This design comes from an exercise in tuning for small area on the open sky130 flow, not from production work.
RTL that was checked went through simulation tests only; none was proved equivalent to the original.
The RTL of run 5 was laid out without a check of its function.
No activity file was given, so power comes from the tool's default toggle rates.

## design/flow/run.sh

```bash
#!/bin/bash
# synth_recipe.tcl (not shown) runs the flow's synth.tcl, then flattens the netlist and writes it again
# the make line also repeats each setting of config.mk as NAME=value (left out here)
make -C /OpenROAD-flow-scripts/flow DESIGN_CONFIG=/design/flow/config.mk WORK_HOME=/design/flow/orfs CLKGATE_MAP_FILE= SYNTH_SCRIPT=/design/flow/synth_recipe.tcl finish
```

## design/flow/config.mk

```make
export PLATFORM = sky130hd
export DESIGN_NAME = tsp_coord_loader
export DESIGN_NICKNAME = tsp_coord_loader
export VERILOG_FILES = /design/flow/design.v
export SDC_FILE = /design/flow/constraint.sdc
export NUM_CORES = 4
export LEC_CHECK = 0
export CAP_MARGIN = 20
export CORE_MARGIN = 2
export CORE_UTILIZATION = 40
export SLEW_MARGIN = 20
```

## design/flow/constraint.sdc

```tcl
create_clock -name core_clock -period 5.0 [get_ports {clk}]
set_input_delay 1.0000 -clock core_clock [delete_from_list [all_inputs] [get_ports {clk}]]
set_output_delay 1.0000 -clock core_clock [all_outputs]
set_load 0.01 [all_outputs]
```

## design/flow/design.v

```verilog
package tsp_pkg;
  localparam int         NCITY   = 64;
  localparam int         COORD_W = 8;
  localparam int         IDX_W   = $clog2(NCITY);
  localparam logic [7:0] HDR     = 8'hA5;
  localparam int         TIMEOUT = 2_000;
  typedef enum logic [2:0] {
    IDLE,
    COUNT,
    XB,
    YB,
    CSUM,
    DONE
  } ld_state_t;
endpackage
module tsp_coord_loader #(
  parameter int         NCITY   = tsp_pkg::NCITY,
  parameter int         COORD_W = tsp_pkg::COORD_W,
  parameter logic [7:0] HDR     = tsp_pkg::HDR,
  parameter int         TIMEOUT = tsp_pkg::TIMEOUT,
  localparam int        IDX_W   = $clog2(NCITY)
) (
  input  logic               clk,
  input  logic               rst,
  input  logic [7:0]         in_data,
  input  logic               in_valid,
  output logic               in_ready,
  output logic [NCITY*COORD_W-1:0] xs,   
  output logic [NCITY*COORD_W-1:0] ys,   
  output logic [IDX_W:0]     n_cities,
  output logic               coord_valid,
  output logic               solver_rst,
  output logic               err
);
  localparam int             TO_W    = $clog2(TIMEOUT + 1);
  localparam logic [TO_W-1:0] TO_LAST = TO_W'(TIMEOUT - 1);
  tsp_pkg::ld_state_t state;
  logic [IDX_W:0]   n_lat;      
  logic [IDX_W-1:0] idx;        
  logic [7:0]       sum;        
  logic [TO_W-1:0]  idle_cnt;   
  logic             accept;
  logic [COORD_W-1:0] xs_r [NCITY];   
  logic [COORD_W-1:0] ys_r [NCITY];
  for (genvar g = 0; g < NCITY; g++) begin : g_flat
    assign xs[g*COORD_W +: COORD_W] = xs_r[g];
    assign ys[g*COORD_W +: COORD_W] = ys_r[g];
  end
  assign accept = in_valid && in_ready;
  always_ff @(posedge clk or posedge rst) begin
    if (rst) begin
      state       <= tsp_pkg::IDLE;
      n_lat       <= '0;
      idx         <= '0;
      sum         <= '0;
      idle_cnt    <= '0;
      in_ready    <= 1'b0;
      coord_valid <= 1'b0;
      solver_rst  <= 1'b0;
      err         <= 1'b0;
      n_cities    <= '0;
      for (int i = 0; i < NCITY; i++) begin
        xs_r[i] <= '0;
        ys_r[i] <= '0;
      end
    end else begin
      err        <= 1'b0;
      solver_rst <= 1'b0;
      in_ready   <= 1'b1;
      if (state != tsp_pkg::IDLE && state != tsp_pkg::DONE) begin
        if (accept) begin
          idle_cnt <= '0;
        end else if (idle_cnt == TO_LAST) begin
          idle_cnt <= '0;
          err      <= 1'b1;
          state    <= tsp_pkg::IDLE;
        end else begin
          idle_cnt <= idle_cnt + 1'b1;
        end
      end else begin
        idle_cnt <= '0;
      end
      case (state)
        tsp_pkg::IDLE: begin
          if (accept && in_data == HDR) state <= tsp_pkg::COUNT;
        end
        tsp_pkg::COUNT: begin
          if (accept) begin
            if (in_data == 8'd0 || int'(in_data) > NCITY) begin
              err   <= 1'b1;
              state <= tsp_pkg::IDLE;
            end else begin
              n_lat       <= (IDX_W+1)'(in_data);
              idx         <= '0;
              sum         <= in_data;
              coord_valid <= 1'b0;
              for (int i = 0; i < NCITY; i++) begin
                xs_r[i] <= '0;
                ys_r[i] <= '0;
              end
              state <= tsp_pkg::XB;
            end
          end
        end
        tsp_pkg::XB: begin
          if (accept) begin
            xs_r[idx] <= COORD_W'(in_data);
            sum     <= sum + in_data;
            state   <= tsp_pkg::YB;
          end
        end
        tsp_pkg::YB: begin
          if (accept) begin
            ys_r[idx] <= COORD_W'(in_data);
            sum     <= sum + in_data;
            if ({1'b0, idx} == n_lat - 1'b1) begin
              state <= tsp_pkg::CSUM;
            end else begin
              idx   <= idx + 1'b1;
              state <= tsp_pkg::XB;
            end
          end
        end
        tsp_pkg::CSUM: begin
          if (accept) begin
            if (in_data == sum) begin
              n_cities <= n_lat;
              in_ready <= 1'b0;
              state    <= tsp_pkg::DONE;
            end else begin
              err   <= 1'b1;
              state <= tsp_pkg::IDLE;
            end
          end
        end
        tsp_pkg::DONE: begin
          coord_valid <= 1'b1;
          solver_rst  <= 1'b1;
          state       <= tsp_pkg::IDLE;
        end
        default: state <= tsp_pkg::IDLE;
      endcase
    end
  end
endmodule
```

==> metrics.yaml, run 1 <==
rows: 119
final_core_util_pct: 55.6
ys_types: 64
r2r_end: "ys_r[25][6]"
critPathLaunch: "in_data[1]"
numClockSinks: 1070
syn2layout_area_growth_pct: 38.1
worstSetupStartpointType: "input pin"
p_total_mw: 27.0
worst_pin_slew_ps: 1170
clk_pin_slew_worst_paths_ps: 60
fp.dieW_um: 329
final_max_slew_viol_count: 0
setup_violations: 0
p_sw_share_pct: 33.4
outcome: "complete, no violations"
synth_edf_count: 0
async_reset_ff_share_pct: 100
insertion_delay_ps: 720
cp_num_cells: 8
track_usage_pct: 30.1
yosys_warnings: 3
drtIter0Drc: 1900
drive_gt1_share_pct: 23.1
gp_congestion: 0.865
cp-endpoint: "xs_r[4][0]"
cts_tree: "yes"
seq_power_share_pct: 38.4
finalCriticalPeriod_ps: 3590
drc: 0
setup_tns_ps: 0
timing.critical_path.to_type: "register"
path_max_fanout: 30
grt_pass1_vias: 29599
hold_buffers: 0
root_buffer: "clkbuf_16"
antenna_left: 0
ios: 1046
cts_resized: 0
rrSetupSlack_ps: 1650
vias: 29876
rsz0062_at_grt: "no"
hold_viol_final: 0
power_frac_clock_pct: 32.3
whs_ps: 473
wl_per_cell_um: 31.1
first_pass_iters: 5
postCtsSetupBuffers: 0
slowest_stage: "clkdlybuf4s50_1"
diodes: 0
multi_input_area_um2: 14700
die_y_um: 329
wl_um: 167000
cp.arrival_ps: 4230
slowest_delay_ps: 530
syn_inst: 2831
switching_power_mw: 9.01
reg2reg_depth: 4
seq_area_um2: 26800
cts-buffers-inserted: 113
clk_path_buf_depth: 3
leakage_nw: 26.5
peakVddDrop_mv: 0.363
drt-vias-per-instance: 5.56
fmax_mhz: 279
maxCapViolations: 0
crit_family: "simple AND/OR/NAND/NOR gates"
synth_flop_cell: "dfrtp_1"
grt_pass1_wl_um: 235000
worst_slew_margin_rel_pct: 22.0
start_util_pct: 40.3
min_delay_path_depth: 1
p_int_mw: 18.0
port_buffers: 1045
ys_seq_area_share_pct: 63.3
hp-class: "reg -> reg"
finalCritPeriodShare_pct: 71.8
n_fill_cell: 8784
syn_nets: 2856
power_density_nw_per_um2: 462
comb_power_share_pct: 29.3
netlist_area_um2: 42300
ys_seq_elements: 1070
core_area_um2: 105000
worstPathCellList: "clkdlybuf4s50_1 -> or3_4 -> o21a_1 -> o41ai_2 -> nand2_4 -> buf_4 -> nor2_1 -> a22o_1"
cts.htree.levels: 3
clock_skew_ps: 21.0
grt_overflow_total: 0
dieArea_um2: 108000
crit_type: "in -> reg"
worstPathRequired_ps: 5640
nets: 3913
hpwl_um: 121000
grt_start_max_net_pins: 166
synth.avg_cell_area_um2: 14.9
timing.rr.start: "idx[4]"
antenna_found_initial: 0
crit_buf_inv: 2
power groups by stage:
stage / registers, mW / logic, mW / clock network [mW]
6_report: 10.4 / 7.91 / 8.72
3_3_place_gp: 10.5 / 7.94 / 0
3_5_place_dp: 10.5 / 7.95 / 0
4_1_cts: 10.4 / 7.98 / 8.85
2_1_floorplan: 10.8 / 3.56 / 0
5_1_grt: 10.5 / 8.31 / 9.20
per-stage QoR:
stage	cell area [um^2]	worst slack, ps	std cells
after floorplan	42300	-10760	2831
after global placement	54600	733	5164
after detailed placement	54600	676	5164
after CTS	58500	1440	5376
after global routing	58500	1260	5376
final	58500	1410	5376
cells in the final DEF, fill, tap and decap left out, types with 5 or more instances in the layout:
cell type and instances:
and3_1 19, clkdlybuf4s50_1 1045, a21oi_4 60, and2_2 6, a21oi_1 12, mux2_4 56
clkbuf_1 22, nor2_1 50, buf_12 19, xnor2_1 9, clkbuf_16 115, or3_1 5
mux2_2 461, nor2b_1 8, and2_1 8, clkinv_2 21, nor2_4 55, nand2_1 106
a21o_1 56, dfrtp_1 1070, clkbuf_8 41, inv_1 15, nand3_1 13, o21ai_0 19
ha_1 13, a22o_1 513, bufinv_16 6, xor2_1 11, mux2_1 6, buf_4 53
a211oi_1 5, nor3_1 13
layer usage:
metal | share of wire, % | up-vias | GRT usage [%]
met4 | 4.0 | 0 | 10.5
li1 | - | 12585 | -
met3 | 7.9 | 274 | 9.11
met2 | 48 | 1186 | 48.6
met1 | 40 | 15831 | 38.5
met5 | 0 | - | 0
cells by family (layout without fill, tap and decap cells):
group	count (synthesis)	count (layout)	share of synthesized area, %
DFF	1070	1070	63.3
AOI/OAI and AO/OA	693	693	14.9
muxes	526	526	14.5
and+or+nand+nor	317	317	4.39
buffers and inverters	191	1345	2.08
xor gates and xnor gates	20	20	0.414
adders and majority gates	14	14	0.432
cell usage after synthesis, types with 9 or more instances:
cell type | n | share of area, %
buf_1 | 17 | 0.15
nor3_1 | 14 | 0.17
nor2_4 | 53 | 1.4
a22o_1 | 513 | 11
inv_1 | 16 | 0.14
nor2b_1 | 9 | 0.13
nand2_1 | 107 | 0.95
dfrtp_1 | 1070 | 63
and2_1 | 15 | 0.22
mux2_4 | 56 | 2.0
clkbuf_1 | 125 | 1.1
nand3_1 | 13 | 0.15
nor2_1 | 52 | 0.46
a21oi_1 | 12 | 0.14
mux2_2 | 461 | 12
and3_1 | 26 | 0.38
xnor2_1 | 9 | 0.19
o21ai_0 | 20 | 0.24
a21oi_4 | 60 | 2.3
buf_2 | 17 | 0.20
xor2_1 | 11 | 0.23
a21o_1 | 56 | 0.99
ha_1 | 13 | 0.38
registers in the layout (all words and copies together), names as in the netlist, 3 cells and up:
signal and count:
n_cities 7, idx 6, n_lat 7, sum 8
state 3, ys_r 512, idle_cnt 11, xs_r 512
area by class of cell:
class	count	area share, %
Clock buffer	178	6.03
Clock inverter	34	0.642
Inverter	16	0.109
Multi-Input combinational cell	1570	25.2
Sequential cell	1070	45.8
Tap cell	1391	2.98
Timing Repair Buffer	1117	19.2
worst min path at each step:
stage | from | to
global route | idle_cnt[0] | idle_cnt[0]
CTS | idle_cnt[0] | idle_cnt[0]
global placement | idle_cnt[0] | idle_cnt[0]
finish | idle_cnt[0] | idle_cnt[0]
floorplan | idle_cnt[0] | idle_cnt[0]
detailed placement | idle_cnt[0] | idle_cnt[0]
==> inputs of run 2 (changes only) <==
--- a/design/flow/design.v
+++ b/design/flow/design.v
@@ -41,4 +41,5 @@
   logic [TO_W-1:0]  idle_cnt;   
   logic             accept;
+  logic             wr_x, wr_y;
   logic [COORD_W-1:0] xs_r [NCITY];   
   logic [COORD_W-1:0] ys_r [NCITY];
@@ -48,11 +49,39 @@
   end
   assign accept = in_valid && in_ready;
+  assign wr_x   = accept && state == tsp_pkg::XB;
+  assign wr_y   = accept && state == tsp_pkg::YB;
+  for (genvar g = 0; g < NCITY; g++) begin : g_arr
+    always_ff @(posedge clk) begin
+      if (wr_x && idx == IDX_W'(g)) xs_r[g] <= COORD_W'(in_data);
+      if (wr_y && idx == IDX_W'(g)) ys_r[g] <= COORD_W'(in_data);
+    end
+  end
+  always_ff @(posedge clk) begin
+    if (state != tsp_pkg::IDLE && state != tsp_pkg::DONE && !accept &&
+        idle_cnt != TO_LAST)
+      idle_cnt <= idle_cnt + 1'b1;
+    else
+      idle_cnt <= '0;
+    case (state)
+      tsp_pkg::COUNT: begin
+        n_lat <= (IDX_W+1)'(in_data);
+        idx   <= '0;
+        sum   <= in_data;
+      end
+      tsp_pkg::XB: begin
+        if (accept) sum <= sum + in_data;
+      end
+      tsp_pkg::YB: begin
+        if (accept) begin
+          sum <= sum + in_data;
+          idx <= idx + 1'b1;
+        end
+      end
+      default: ;
+    endcase
+  end
   always_ff @(posedge clk or posedge rst) begin
     if (rst) begin
       state       <= tsp_pkg::IDLE;
-      n_lat       <= '0;
-      idx         <= '0;
-      sum         <= '0;
-      idle_cnt    <= '0;
       in_ready    <= 1'b0;
       coord_valid <= 1'b0;
@@ -60,24 +89,12 @@
       err         <= 1'b0;
       n_cities    <= '0;
-      for (int i = 0; i < NCITY; i++) begin
-        xs_r[i] <= '0;
-        ys_r[i] <= '0;
-      end
     end else begin
       err        <= 1'b0;
       solver_rst <= 1'b0;
       in_ready   <= 1'b1;
-      if (state != tsp_pkg::IDLE && state != tsp_pkg::DONE) begin
-        if (accept) begin
-          idle_cnt <= '0;
-        end else if (idle_cnt == TO_LAST) begin
-          idle_cnt <= '0;
-          err      <= 1'b1;
-          state    <= tsp_pkg::IDLE;
-        end else begin
-          idle_cnt <= idle_cnt + 1'b1;
-        end
-      end else begin
-        idle_cnt <= '0;
+      if (state != tsp_pkg::IDLE && state != tsp_pkg::DONE && !accept &&
+          idle_cnt == TO_LAST) begin
+        err   <= 1'b1;
+        state <= tsp_pkg::IDLE;
       end
       case (state)
@@ -91,33 +108,16 @@
               state <= tsp_pkg::IDLE;
             end else begin
-              n_lat       <= (IDX_W+1)'(in_data);
-              idx         <= '0;
-              sum         <= in_data;
               coord_valid <= 1'b0;
-              for (int i = 0; i < NCITY; i++) begin
-                xs_r[i] <= '0;
-                ys_r[i] <= '0;
-              end
-              state <= tsp_pkg::XB;
+              state       <= tsp_pkg::XB;
             end
           end
         end
         tsp_pkg::XB: begin
-          if (accept) begin
-            xs_r[idx] <= COORD_W'(in_data);
-            sum     <= sum + in_data;
-            state   <= tsp_pkg::YB;
-          end
+          if (accept) state <= tsp_pkg::YB;
         end
         tsp_pkg::YB: begin
           if (accept) begin
-            ys_r[idx] <= COORD_W'(in_data);
-            sum     <= sum + in_data;
-            if ({1'b0, idx} == n_lat - 1'b1) begin
-              state <= tsp_pkg::CSUM;
-            end else begin
-              idx   <= idx + 1'b1;
-              state <= tsp_pkg::XB;
-            end
+            if ({1'b0, idx} == n_lat - 1'b1) state <= tsp_pkg::CSUM;
+            else                             state <= tsp_pkg::XB;
           end
         end
--- a/design/flow/config.mk
+++ b/design/flow/config.mk
@@ -8,4 +8,4 @@
 export CAP_MARGIN = 20
 export CORE_MARGIN = 2
-export CORE_UTILIZATION = 40
+export CORE_UTILIZATION = 65
 export SLEW_MARGIN = 20
==> run 2 against run 1 <==
The flow now stops in I/O pin placement. Synthesized cell count is 49% lower. Area after synthesis is 19% lower.
==> metrics.yaml, run 2 <==
syn_nets: 1481  # -48%
synth_flop_cell: "edfxtp_1"
error: "[ERROR PPL-0024] Number of IO pins (1046) exceeds maximum number of available positions (836). Increase the die perimeter from 931.92um to 1422.56um."
ys_types: 55  # -14%
synth.most_common_cell: "edfxtp_1"
haltStage: "I/O pin placement"
ys_seq_area_share_pct: 93.7  # +30 points
synth_xor_xnor_area_share_pct: 0.694  # +0.28 points
syn_inst: 1456  # -49%
die_y_um: 233  # -29%
synth_top_family_by_area: "simple AND/OR/NAND/NOR gates"
synth.area.mux_share_pct: 0.264  # -14 points
synth_compound_gate_area_share_pct: 0.855  # -14 points
yosys-top-cells-count: "1045 x edfxtp_1, 158 x nor2_1, 37 x nand2_1"
outcome: "aborted with a tool error"
yosys_warnings: 3  # unchanged
synth_top_cell_by_area: "edfxtp_1"
async_reset_ff_share_pct: 1.31  # -99 points
synth_area_leaders: "edfxtp_1 92%, nor2_1 1.7%, dfrtp_1 1.0%"
synthAdderAreaFrac_pct: 0.536  # +0.10 points
fp.dieW_um: 233  # -29%
synth.avg_cell_area_um2: 23.4  # +57%
rows: 83  # -30%
synth_edf_count: 1045  # +1045
netlist_area_um2: 34100  # -19%
ys_seq_elements: 1070  # unchanged
start_util_pct: 66.0  # +26 points
synth.top_cell.area_share_pct: 92.1  # +29 points
synthSimpleGateAreaFrac_pct: 3.47  # -0.92 points
run 2: kinds of logic after synthesis:
family	after synthesis
xor gates and xnor gates	27
DFF	1070
muxes	8
adders and majority gates	14
and+or+nand+nor	263
buffers and inverters	34
AOI/OAI and AO/OA	40
==> inputs of run 3 (changes only) <==
--- a/design/flow/config.mk
+++ b/design/flow/config.mk
@@ -8,4 +8,4 @@
 export CAP_MARGIN = 20
 export CORE_MARGIN = 2
-export CORE_UTILIZATION = 65
+export CORE_UTILIZATION = 40
 export SLEW_MARGIN = 20
==> run 3 against run 2 <==
The run now finishes clean. Area after synthesis is the same. Synthesized cell count is the same.
==> metrics.yaml, run 3 <==
hold_viol_final: 0
numClockSinks: 1070
synth.top_cell.area_share_pct: 92.1  # unchanged
core_area_um2: 84700
worst_pin_slew_ps: 1050
final_max_slew_viol_count: 0
track_usage_pct: 27.8
rrSetupSlack_ps: 1630
worst_slew_margin_rel_pct: 29.9
reg2reg_depth: 5
drtIter0Drc: 1513
setup_violations: 0
fmax_mhz: 290
crit_family: "simple AND/OR/NAND/NOR gates"
worstPathCellList: "clkdlybuf4s50_1 -> nand2_1 -> nor3_2 -> nand3_1 -> buf_4 -> nor2_1"
root_buffer: "clkbuf_16"
largestRegisters: "xs_r x512, ys_r x512, idle_cnt x11"
worstHoldStart: "idle_cnt[0]"
final_common_cell: "edfxtp_1"
hp-class: "reg -> reg"
n_fill_cell: 6252
layout.cells.most_common_list: "1045 x edfxtp_1, 1037 x clkdlybuf4s50_1, 156 x nor2_1"
rows: 107  # +29%
drt-vias-per-instance: 5.05
hold-path-endpoint: "idle_cnt[0]"
cts_tree: "yes"
r2r_end: "xs_r[63][4]"
synth.avg_cell_area_um2: 23.4  # unchanged
yosys_warnings: 3  # unchanged
grt_start_max_net_pins: 102
async_reset_ff_share_pct: 1.31  # unchanged
antenna_found_initial: 2
power_density_nw_per_um2: 369
min_delay_path_depth: 1
grt_overflow_total: 0
peakVddDrop_mv: 0.301
p_sw_share_pct: 19.9
syn_inst: 1456  # unchanged
nets: 2643
wl_met1_um: 45600
clock_skew_ps: 32.0
netlist_area_um2: 34100  # unchanged
met3_length_um: 12400
drive_gt1_share_pct: 8.23
wl_per_cell_um: 32.6
slowest_delay_ps: 630
antenna_left: 0
hpwl_um: 86900
finalCriticalPeriod_ps: 3450
maxCapViolations: 0
vias: 19451
synth_top_cell_by_area: "edfxtp_1"
ios: 1046
dieArea_um2: 87600
drc: 0
crit_type: "in -> reg"
first_pass_iters: 5
timing.rr.start: "state[2]"
crit_buf_inv: 2
synth_area_leaders: "edfxtp_1 92%, nor2_1 1.7%, dfrtp_1 1.0%"
seq_power_share_pct: 53.7
switching_power_mw: 3.65
port_buffers: 1045
finalCritPeriodShare_pct: 68.9
cts.htree.levels: 3
syn_nets: 1481  # unchanged
yosys-top-cells-count: "1045 x edfxtp_1, 158 x nor2_1, 37 x nand2_1"
cts_resized: 0
synth.most_common_cell: "edfxtp_1"
comb_power_share_pct: 1.5
gp_congestion: 0.895
grt_pass1_vias: 18866
setup_tns_ps: 0
insertion_delay_ps: 670
whs_ps: 448
worstSetupStartpointType: "input pin"
synth_edf_count: 1045  # unchanged
ys_seq_elements: 1070  # unchanged
leakage_nw: 16.3
start_util_pct: 40.2  # -26 points
highest-signal-layer: "met4"
path_max_fanout: 10
ys_types: 55  # unchanged
rsz0062_at_grt: "no"
grt_pass1_wl_um: 165000
wl_met2_um: 64100
diodes: 0
fp.dieW_um: 296  # +27%
power_frac_clock_pct: 44.8
cp.arrival_ps: 3740
worstPathRequired_ps: 5300
hold_buffers: 0
clk_pin_slew_worst_paths_ps: 60
wl_um: 126000
postCtsSetupBuffers: 0
ys_seq_area_share_pct: 93.7  # unchanged
p_int_mw: 14.7
slowest_stage: "nor2_1"
cts-buffers-inserted: 106
die_y_um: 296  # +27%
synth_flop_cell: "edfxtp_1"
timing.critical_path.to_type: "register"
outcome: "complete, no violations"
syn2layout_area_growth_pct: 46.0
clk_path_buf_depth: 3
## run 3: cell counts after synthesis
Identical to the previous run, type by type.
## run 3: layer usage
metal  vias to the layer above  track usage (%)
met5                         -                0
met1                     10196             33.4
met4                         0             7.99
met2                      1077             47.8
met3                       167             9.08
li1                       8011                -
## run 3: cell families after synthesis
kind of cell,after synthesis,share of synthesized area [%]
DFF,1070,93.7
muxes,8,0.264
and+or+nand+nor,263,3.47
adders and majority gates,14,0.536
xor gates and xnor gates,27,0.694
buffers and inverters,34,0.430
AOI/OAI and AO/OA,40,0.855
## run 3: stage by stage
step           power [mW]  setup slack, ps  instance area, um^2  util [%]  cells
5_1_grt              18.8             1350                49800      58.7   3853
2_1_floorplan        10.1             2250                34100         -   1456
6_report             18.3             1550                49800      58.7   3853
3_3_place_gp         10.3              904                46100      54.4   3654
3_5_place_dp         10.3              876                46100      54.4   3654
4_1_cts              18.4             1560                49800      58.7   3853
## run 3: how the worst max path moves through the flow
stage	start	endpoint	slack, ps	cells after the start
floorplan	in_valid	xs_r[15][0]	2250	4
global placement	in_valid	xs_r[63][2]	900	6
detailed placement	in_valid	xs_r[63][6]	880	6
CTS	state[2]	xs_r[63][4]	1560	5
global route	state[2]	xs_r[48][4]	1350	5
finish	in_valid	xs_r[63][4]	1550	6
## run 3: power groups by stage
stage	combinational, mW	sequential (mW)	clock [mW]
CTS	0.279	9.84	8.32
global placement	0.281	10.0	0
floorplan	0.0438	10.0	0
finish	0.269	9.84	8.22
global route	0.288	9.84	8.66
detailed placement	0.280	10.0	0
## run 3: area by class of cell
type                       count  area [um^2]  share of cell area (%)
inverter                      14         52.6                   0.106
tap                         1144         1430                    2.88
sequential                  1070        32000                    64.2
clock buffer                 129         2780                    5.59
timing repair buffer        1074        10700                    21.5
multi-input combinational    352         2000                    4.01
clock inverter                70          848                    1.71
==> inputs of run 4 (changes only) <==
==> design/flow/flow/run.sh (new file) <==
#!/bin/bash
# Standard ORFS layout, with the port buffers that global placement inserts
# made from the smallest plain buffer instead of the library default.
set -euo pipefail
export BUFFER_PORTS_ARGS="-buffer_cell sky130_fd_sc_hd__buf_1"
bash standard.sh > standard.log 2>&1
==> design/flow/standard.sh (new file) <==
#!/bin/bash
# synth_recipe.tcl (not shown) runs the flow's synth.tcl, then flattens the netlist and writes it again
# the make line also repeats each setting of config.mk as NAME=value (left out here)
make -C /OpenROAD-flow-scripts/flow DESIGN_CONFIG=/design/flow/config.mk WORK_HOME=/design/flow/orfs CLKGATE_MAP_FILE= SYNTH_SCRIPT=/design/flow/synth_recipe.tcl "${@:-finish}"
removed: design/flow/run.sh
==> run 4 against run 3 <==
Critical path depth shrank 1. Total power is 2.4% lower. Area after synthesis stayed put. Still clean on timing, DRC and antenna. Cell count is 0.52% lower. Largest cell class unchanged.
==> metrics.yaml, run 4 <==
drtIter0Drc: 1734  # +15%
synth_compound_gate_area_share_pct: 0.855  # unchanged
worst_pin_slew_ps: 967  # -84.6 ps
rsz0062_at_grt: "no"
wl_per_cell_um: 30.5  # -6.5%
postCtsSetupBuffers: 0  # unchanged
hold_viol_final: 0  # unchanged
timing.rr.start: "state[2]"
worst_slew_margin_rel_pct: 34.8  # +5.0 points
ios: 1046  # unchanged
grt_start_max_net_pins: 122  # +20%
slowest_delay_ps: 620  # about the same
ys_types: 55  # unchanged
clk_pin_slew_worst_paths_ps: 70  # about the same
ys_seq_elements: 1070  # unchanged
track_usage_pct: 25.5  # -2.2 points
grt_overflow_total: 0  # unchanged
synth.most_common_cell: "edfxtp_1"
drt-vias-per-instance: 5.11  # +1.1%
maxCapViolations: 0  # unchanged
largestRegisters: "xs_r x512, ys_r x512, idle_cnt x11"
synth_xor_xnor_area_share_pct: 0.694  # unchanged
cts_tree: "yes"
gp_congestion: 0.878  # -1.8%
slowest_stage: "nor2_1"
final_max_slew_viol_count: 0  # unchanged
timing.critical_path.to_type: "register"
setup_tns_ps: 0  # unchanged
cts_resized: 0  # unchanged
worstPathRequired_ps: 5270  # -30 ps
p_total_mw: 17.9  # -2.4%
netlist_area_um2: 34100  # unchanged
setup_violations: 0  # unchanged
synth.top_cell.area_share_pct: 92.1  # unchanged
first_pass_iters: 7  # +2
path_max_fanout: 20  # +10
root_buffer: "clkbuf_16"
synth_top_cell_by_area: "edfxtp_1"
fp.dieW_um: 296  # unchanged
yosys-top-cells-count: "1045 x edfxtp_1, 158 x nor2_1, 37 x nand2_1"
peakVddDrop_mv: 0.305  # +1.5%
synth.avg_cell_area_um2: 23.4  # unchanged
cp.arrival_ps: 3820  # +80 ps
final_common_cell: "edfxtp_1"
synth_area_leaders: "edfxtp_1 92%, nor2_1 1.7%, dfrtp_1 1.0%"
layout.cells.most_common_list: "1045 x edfxtp_1, 1037 x buf_1, 155 x nor2_1"
syn2layout_area_growth_pct: 26.2
synth_flop_cell: "edfxtp_1"
synth_edf_count: 1045  # unchanged
hpwl_um: 78400  # -9.8%
async_reset_ff_share_pct: 1.31  # unchanged
core_area_um2: 84700  # unchanged
reg2reg_depth: 5  # unchanged
syn_inst: 1456  # unchanged
dieArea_um2: 87600  # unchanged
crit_family: "simple AND/OR/NAND/NOR gates"
hold_buffers: 0  # unchanged
drc: 0  # unchanged
grt_pass1_wl_um: 154000  # -6.4%
numClockSinks: 1070  # unchanged
ys_seq_area_share_pct: 93.7  # unchanged
fmax_mhz: 282  # -2.9%
clock_skew_ps: 31.3  # -0.670 ps
start_util_pct: 40.2  # unchanged
grt_pass1_vias: 18943  # +0.41%
synth_top_family_by_area: "simple AND/OR/NAND/NOR gates"
wl_um: 117000  # -7.0%
finalCriticalPeriod_ps: 3550  # +103 ps
die_y_um: 296  # unchanged
rrSetupSlack_ps: 1450  # -180 ps
vias: 19572  # +0.62%
drive_gt1_share_pct: 7.89  # -0.34 points
insertion_delay_ps: 660  # about the same
synthSimpleGateAreaFrac_pct: 3.47  # unchanged
synthAdderAreaFrac_pct: 0.536  # unchanged
antenna_found_initial: 4  # +2
synth.area.mux_share_pct: 0.264  # unchanged
antenna_left: 0  # unchanged
cts-buffers-inserted: 103  # -2.8%
nets: 2632  # -0.42%
rows: 107  # unchanged
worstSetupStartpointType: "register"
crit_buf_inv: 1  # -1
leakage_nw: 13.4  # -18%
yosys_warnings: 3  # unchanged
power_density_nw_per_um2: 416  # +13%
port_buffers: 1045  # unchanged
outcome: "complete, no violations"
worstPathCellList: "nand2b_1 -> nor3_2 -> nand3_2 -> buf_4 -> nor2_1"
cts.htree.levels: 3  # unchanged
n_fill_cell: 7020  # +12%
clk_path_buf_depth: 3  # unchanged
finalCritPeriodShare_pct: 71.0  # +2.1 points
syn_nets: 1481  # unchanged
crit_type: "reg -> reg"
hp-class: "in -> async"
r2r_end: "xs_r[63][7]"
run 4: cells by family after synthesis:
family / after synthesis
xor+xnor: 27
fa+ha+maj: 14
flops: 1070
simple gates: 263
mux: 8
buf+inv: 34
compound gates: 40
run 4: through the flow:
stage | hold WS (ps) | utilization, % | setup WS, ps | cell area (um^2) | instances
2_1_floorplan | 413 | - | 2250 | 34100 | 1456
3_3_place_gp | 424 | 46.7 | 1120 | 39600 | 3646
3_5_place_dp | 437 | 46.7 | 1060 | 39600 | 3646
4_1_cts | 331 | 50.7 | 1370 | 43000 | 3832
5_1_grt | 375 | 50.7 | 1190 | 43000 | 3832
6_report | 363 | 50.8 | 1450 | 43000 | 3833
run 4: worst max path at each step:
stage	startpoint	endpoint	slack [ps]	cells after the start
floorplan	in_valid	xs_r[15][0]	2250	4
global placement	in_valid	xs_r[63][2]	1120	6
detailed placement	in_valid	xs_r[63][3]	1060	6
CTS	state[2]	xs_r[63][7]	1370	5
global route	state[2]	xs_r[63][7]	1190	5
finish	state[2]	xs_r[63][7]	1450	5
run 4: report_power, final:
group          total [mW]  leakage, nW  internal, mW  switching [mW]
clock network        7.79         1.65          4.39            3.40
logic               0.267         2.07        0.0351           0.231
registers            9.84         9.66          9.84         0.00417
run 4: cell type report:
type / count / area (um^2) / area share, %
Clock inverter: 69 / 723 / 1.68
Clock buffer: 117 / 2670 / 6.21
Timing Repair Buffer: 1066 / 4160 / 9.67
Tap cell: 1144 / 1430 / 3.33
Sequential cell: 1070 / 32000 / 74.3
Multi-Input combinational cell: 352 / 2020 / 4.69
Antenna cell: 1 / 2.50 / 0.00582
Inverter: 14 / 52.6 / 0.122
run 4: worst reg2reg max path: cells and delay by family (launching register included):
kind	cells	cell delay [ps]
AND/OR/NAND/NOR	4	2220
flip-flops	1	520
buffers and inverters	1	420
run 4: per-layer routing:
metal | GRT usage (%) | vias up | wire length, um | part of all wire (%)
met5 | 0 | - | 0 | 0
met4 | 9.88 | 0 | 4440 | 3.8
met3 | 7.97 | 221 | 11400 | 9.7
met2 | 42.7 | 1163 | 58100 | 50
met1 | 31.0 | 10210 | 42900 | 37
li1 | - | 7978 | - | -
==> inputs of run 5 (changes only) <==
--- a/design/flow/design.v
+++ b/design/flow/design.v
@@ -33,6 +33,13 @@
   output logic               err
 );
-  localparam int             TO_W    = $clog2(TIMEOUT + 1);
-  localparam logic [TO_W-1:0] TO_LAST = TO_W'(TIMEOUT - 1);
+  localparam int             TO_W    = 11;
+  function automatic logic [TO_W-1:0] lfsr_next(input logic [TO_W-1:0] q);
+    lfsr_next = {q[TO_W-2:0], ~(q[10] ^ q[8])};
+  endfunction
+  function automatic logic [TO_W-1:0] lfsr_after(input int steps);
+    lfsr_after = '0;
+    for (int i = 0; i < steps; i++) lfsr_after = lfsr_next(lfsr_after);
+  endfunction
+  localparam logic [TO_W-1:0] TO_LAST = lfsr_after(TIMEOUT - 1);
   tsp_pkg::ld_state_t state;
   logic [IDX_W:0]   n_lat;      
@@ -60,5 +67,5 @@
     if (state != tsp_pkg::IDLE && state != tsp_pkg::DONE && !accept &&
         idle_cnt != TO_LAST)
-      idle_cnt <= idle_cnt + 1'b1;
+      idle_cnt <= lfsr_next(idle_cnt);
     else
       idle_cnt <= '0;
--- a/design/flow/config.mk
+++ b/design/flow/config.mk
@@ -9,3 +9,5 @@
 export CORE_MARGIN = 2
 export CORE_UTILIZATION = 40
+export CTS_BUF_LIST = sky130_fd_sc_hd__clkbuf_4
+export CTS_CLUSTER_SIZE = 20
 export SLEW_MARGIN = 20
==> run 5 against run 4 <==
First-iteration DRC count fell by 8.0%. Routed wire length increased by 0.99%. Setup slack gained 280 ps. Design area fell by 0.54%. Critical path type unchanged.
==> metrics.yaml, run 5 <==
outcome: "complete, no violations"
p_int_mw: 13.7  # -4.1%
slowest_delay_ps: 720  # +100 ps
comb_power_share_pct: 1.5  # about the same
syn_inst: 1431  # -1.7%
syn2layout_area_growth_pct: 26.0
drive_gt1_share_pct: 15.6  # +7.8 points
cts.htree.levels: 5  # +2
crit_type: "reg -> reg"
grt_overflow_total: 0  # unchanged
wl_um: 118000  # +0.99%
worst_slew_margin_rel_pct: 33.0  # -1.9 points
port_buffers: 1045  # unchanged
finalCritPeriodShare_pct: 65.3  # -5.7 points
crit_family: "simple AND/OR/NAND/NOR gates"
first_pass_iters: 5  # -2
hold_buffers: 1  # +1
grt_pass1_vias: 20459  # +8.0%
power_density_nw_per_um2: 404  # -2.8%
place_inst: 3617  # -0.80%
root_buffer: "clkbuf_4"
n_fill_cell: 7037  # +0.24%
insertion_delay_ps: 1150  # +490 ps
clk_pin_slew_worst_paths_ps: 70  # about the same
finalCriticalPeriod_ps: 3270  # -284 ps
final_common_cell: "edfxtp_1"
hold_viol_final: 0  # unchanged
nets: 2794  # +6.2%
dp_slack_ps: 1180  # +113 ps
synth.top_cell.area_share_pct: 92.5  # +0.38 points
synth.most_common_cell: "edfxtp_1"
worst_pin_slew_ps: 1010  # +38.0 ps
maxCapViolations: 0  # unchanged
p_total_mw: 17.3  # -3.4%
synth_edf_count: 1045  # unchanged
setup_tns_ps: 0  # unchanged
fmax_mhz: 306  # +8.7%
ys_seq_area_share_pct: 94.1  # +0.39 points
timing.critical_path.to_type: "register"
track_usage_pct: 26.3  # +0.76 points
drc: 0  # unchanged
ios: 1046  # unchanged
leakage_nw: 13.7  # +2.5%
synth_top_cell_by_area: "edfxtp_1"
core_area_um2: 83800  # -1.1%
yosys-top-cells-count: "1045 x edfxtp_1, 145 x nor2_1, 37 x nand2_1"
final_max_slew_viol_count: 0  # unchanged
hpwl_um: 79800  # +1.8%
async_reset_ff_share_pct: 1.31  # unchanged
syn_nets: 1455  # -1.8%
rsz0062_at_grt: "no"
crit_buf_inv: 1  # unchanged
ys_types: 56  # +1.8%
gp_congestion: 0.903  # +2.8%
power_frac_clock_pct: 41.6  # -1.9 points
worstSetupStartpointType: "register"
hp-class: "in -> reg"
yosys_warnings: 3  # unchanged
antenna_left: 0  # unchanged
layout.cells.most_common_list: "1045 x edfxtp_1, 1037 x buf_1, 395 x clkbuf_4"
dieArea_um2: 87200  # -0.41%
die_y_um: 295  # -0.20%
antenna_found_initial: 7  # +3
setup_violations: 0  # unchanged
synth_flop_cell: "edfxtp_1"
clk_path_buf_depth: 4  # +1
cts_resized: 0  # unchanged
fp.dieW_um: 295  # -0.20%
ys_seq_elements: 1070  # unchanged
p_sw_share_pct: 21.0  # +0.63 points
start_util_pct: 40.5  # +0.28 points
rrSetupSlack_ps: 1730  # +280 ps
worstHoldStart: "in_data[3]"
peakVddDrop_mv: 0.273  # -11%
switching_power_mw: 3.62  # -0.36%
cp.arrival_ps: 3970  # +150 ps
netlist_area_um2: 33900  # -0.41%
synth_area_leaders: "edfxtp_1 92%, nor2_1 1.6%, dfrtp_1 1.0%"
drtIter0Drc: 1596  # -8.0%
worstPathRequired_ps: 5710  # +440 ps
worstPathCellList: "and2b_1 -> nand2_1 -> nor2_2 -> nand3_2 -> buf_4 -> nor2_1"
postCtsSetupBuffers: 0  # unchanged
rows: 106  # -0.93%
cts_tree: "yes"
clock_skew_ps: 53.8  # +22.5 ps
largestRegisters: "xs_r x512, ys_r x512, idle_cnt x11"
cts-buffers-inserted: 284  # +180%
slowest_stage: "nor2_1"
grt_pass1_wl_um: 157000  # +2.0%
drt-vias-per-instance: 5.03  # -1.5%
timing.rr.start: "state[1]"
vias: 20475  # +4.6%
seq_power_share_pct: 56.9  # +1.9 points
critPathLaunch: "state[1]"
synth.avg_cell_area_um2: 23.7  # +1.3%
wl_per_cell_um: 29.0  # -4.9%
fin_ws_ps: 1730  # +284 ps
numClockSinks: 1070  # unchanged
grt_start_max_net_pins: 97  # -20%
fin_cells: 4072  # +6.2%
path_max_fanout: 10  # -50%
[run 5: cell count changes in the layout (fill, tap and decap cells not counted), moves of 11 or more]
cell	previous run	this run
clkbuf_4	8	395
clkinv_2	18	4
clkbuf_1	12	0
and2_1	2	13
clkbuf_16	105	0
clkinv_1	22	49
nor2_1	155	143
[run 5: path summary, 6_finish.rpt]
path,depth (start not counted),endpoint
min,1,xs_r[1][3]
min reg2reg,1,idle_cnt[4]
min in group asynchronous,3,solver_rst
max,6,ys_r[59][6]
max in group asynchronous,3,state[2]
max reg2reg,6,ys_r[59][6]
[run 5: cells by family after synthesis]
family                     count (synthesis)  share of synthesized area, %
DFF                                     1070                          94.1
xor gates and xnor gates                  20                         0.516
AOI/OAI and AO/OA                         39                         0.822
and+or+nand+nor                          249                          3.38
buffers and inverters                     32                         0.387
muxes                                      8                         0.262
adders and majority gates                 13                         0.501
[run 5: power groups by stage]
| stage | combinational (mW) | clock [mW] | sequential, mW |
|---|---|---|---|
| 3_5_place_dp | 0.264 | 0 | 10.0 |
| 6_report | 0.257 | 7.20 | 9.84 |
| 3_3_place_gp | 0.264 | 0 | 10.0 |
| 5_1_grt | 0.275 | 7.81 | 9.83 |
| 4_1_cts | 0.265 | 7.35 | 9.84 |
| 2_1_floorplan | 0.0398 | 0 | 10.0 |
[run 5: layout make-up]
class / instances / area (um^2) / area share (%)
timing repair buffer: 1072 / 4170 / 9.75
tap: 1134 / 1420 / 3.32
clock inverter: 63 / 373 / 0.872
antenna: 4 / 10.0 / 0.0234
clock buffer: 387 / 2910 / 6.79
multi-input combinational: 329 / 1900 / 4.44
inverter: 13 / 48.8 / 0.114
sequential: 1070 / 32000 / 74.7
[run 5: stage by stage]
stage               instance area (um^2)  hold slack (ps)  utilization [%]
global route                       42800              244             51.0
CTS                                42800              205             51.0
floorplan                          33900              420                -
finish                             42800              360             51.0
global placement                   39500              439             47.1
detailed placement                 39500              440             47.1
[run 5: layer usage]
layer | global-route usage (%) | wire (um)
met2 | 43.1 | 58800
met4 | 10.6 | 4060
met1 | 31.4 | 43100
met3 | 9.84 | 12000
met5 | 0 | 0

re-timing with driven ports:
Ports are ideal in the flow. The routed layouts listed here were re-timed in OpenROAD.
Step 1 assumes that a clkbuf_16 drives the clock port and a buf_2 every other input.
Step 2 also shifts input and output timing later by t, the mid clock arrival at the registers, as if the neighbouring blocks saw the same clock.
a / b / c = ideal / step 1 / step 2; a / b = the first two.
run | t (ns) | setup WS [ns] | slew at the worst register clock pin (ns) | worst slew at a driven data input, ns
run 1 | 0.781 | 1.412 / 1.468 / 0.687 | 0.07 / 0.07 | 0.04
run 3 | 0.731 | 1.553 / 1.534 / 0.803 | 0.07 / 0.07 | 0.18
run 4 | 0.722 | 1.451 / 1.451 / 1.078 | 0.07 / 0.07 | 0.09
run 5 | 1.177 | 1.734 / 1.734 / 1.118 | 0.08 / 0.08 | 0.14
After both steps every run listed still meets setup and hold. For run 3, which loses most, drivers alone change the setup slack by -0.019 ns; drivers and shift together by -0.750 ns.
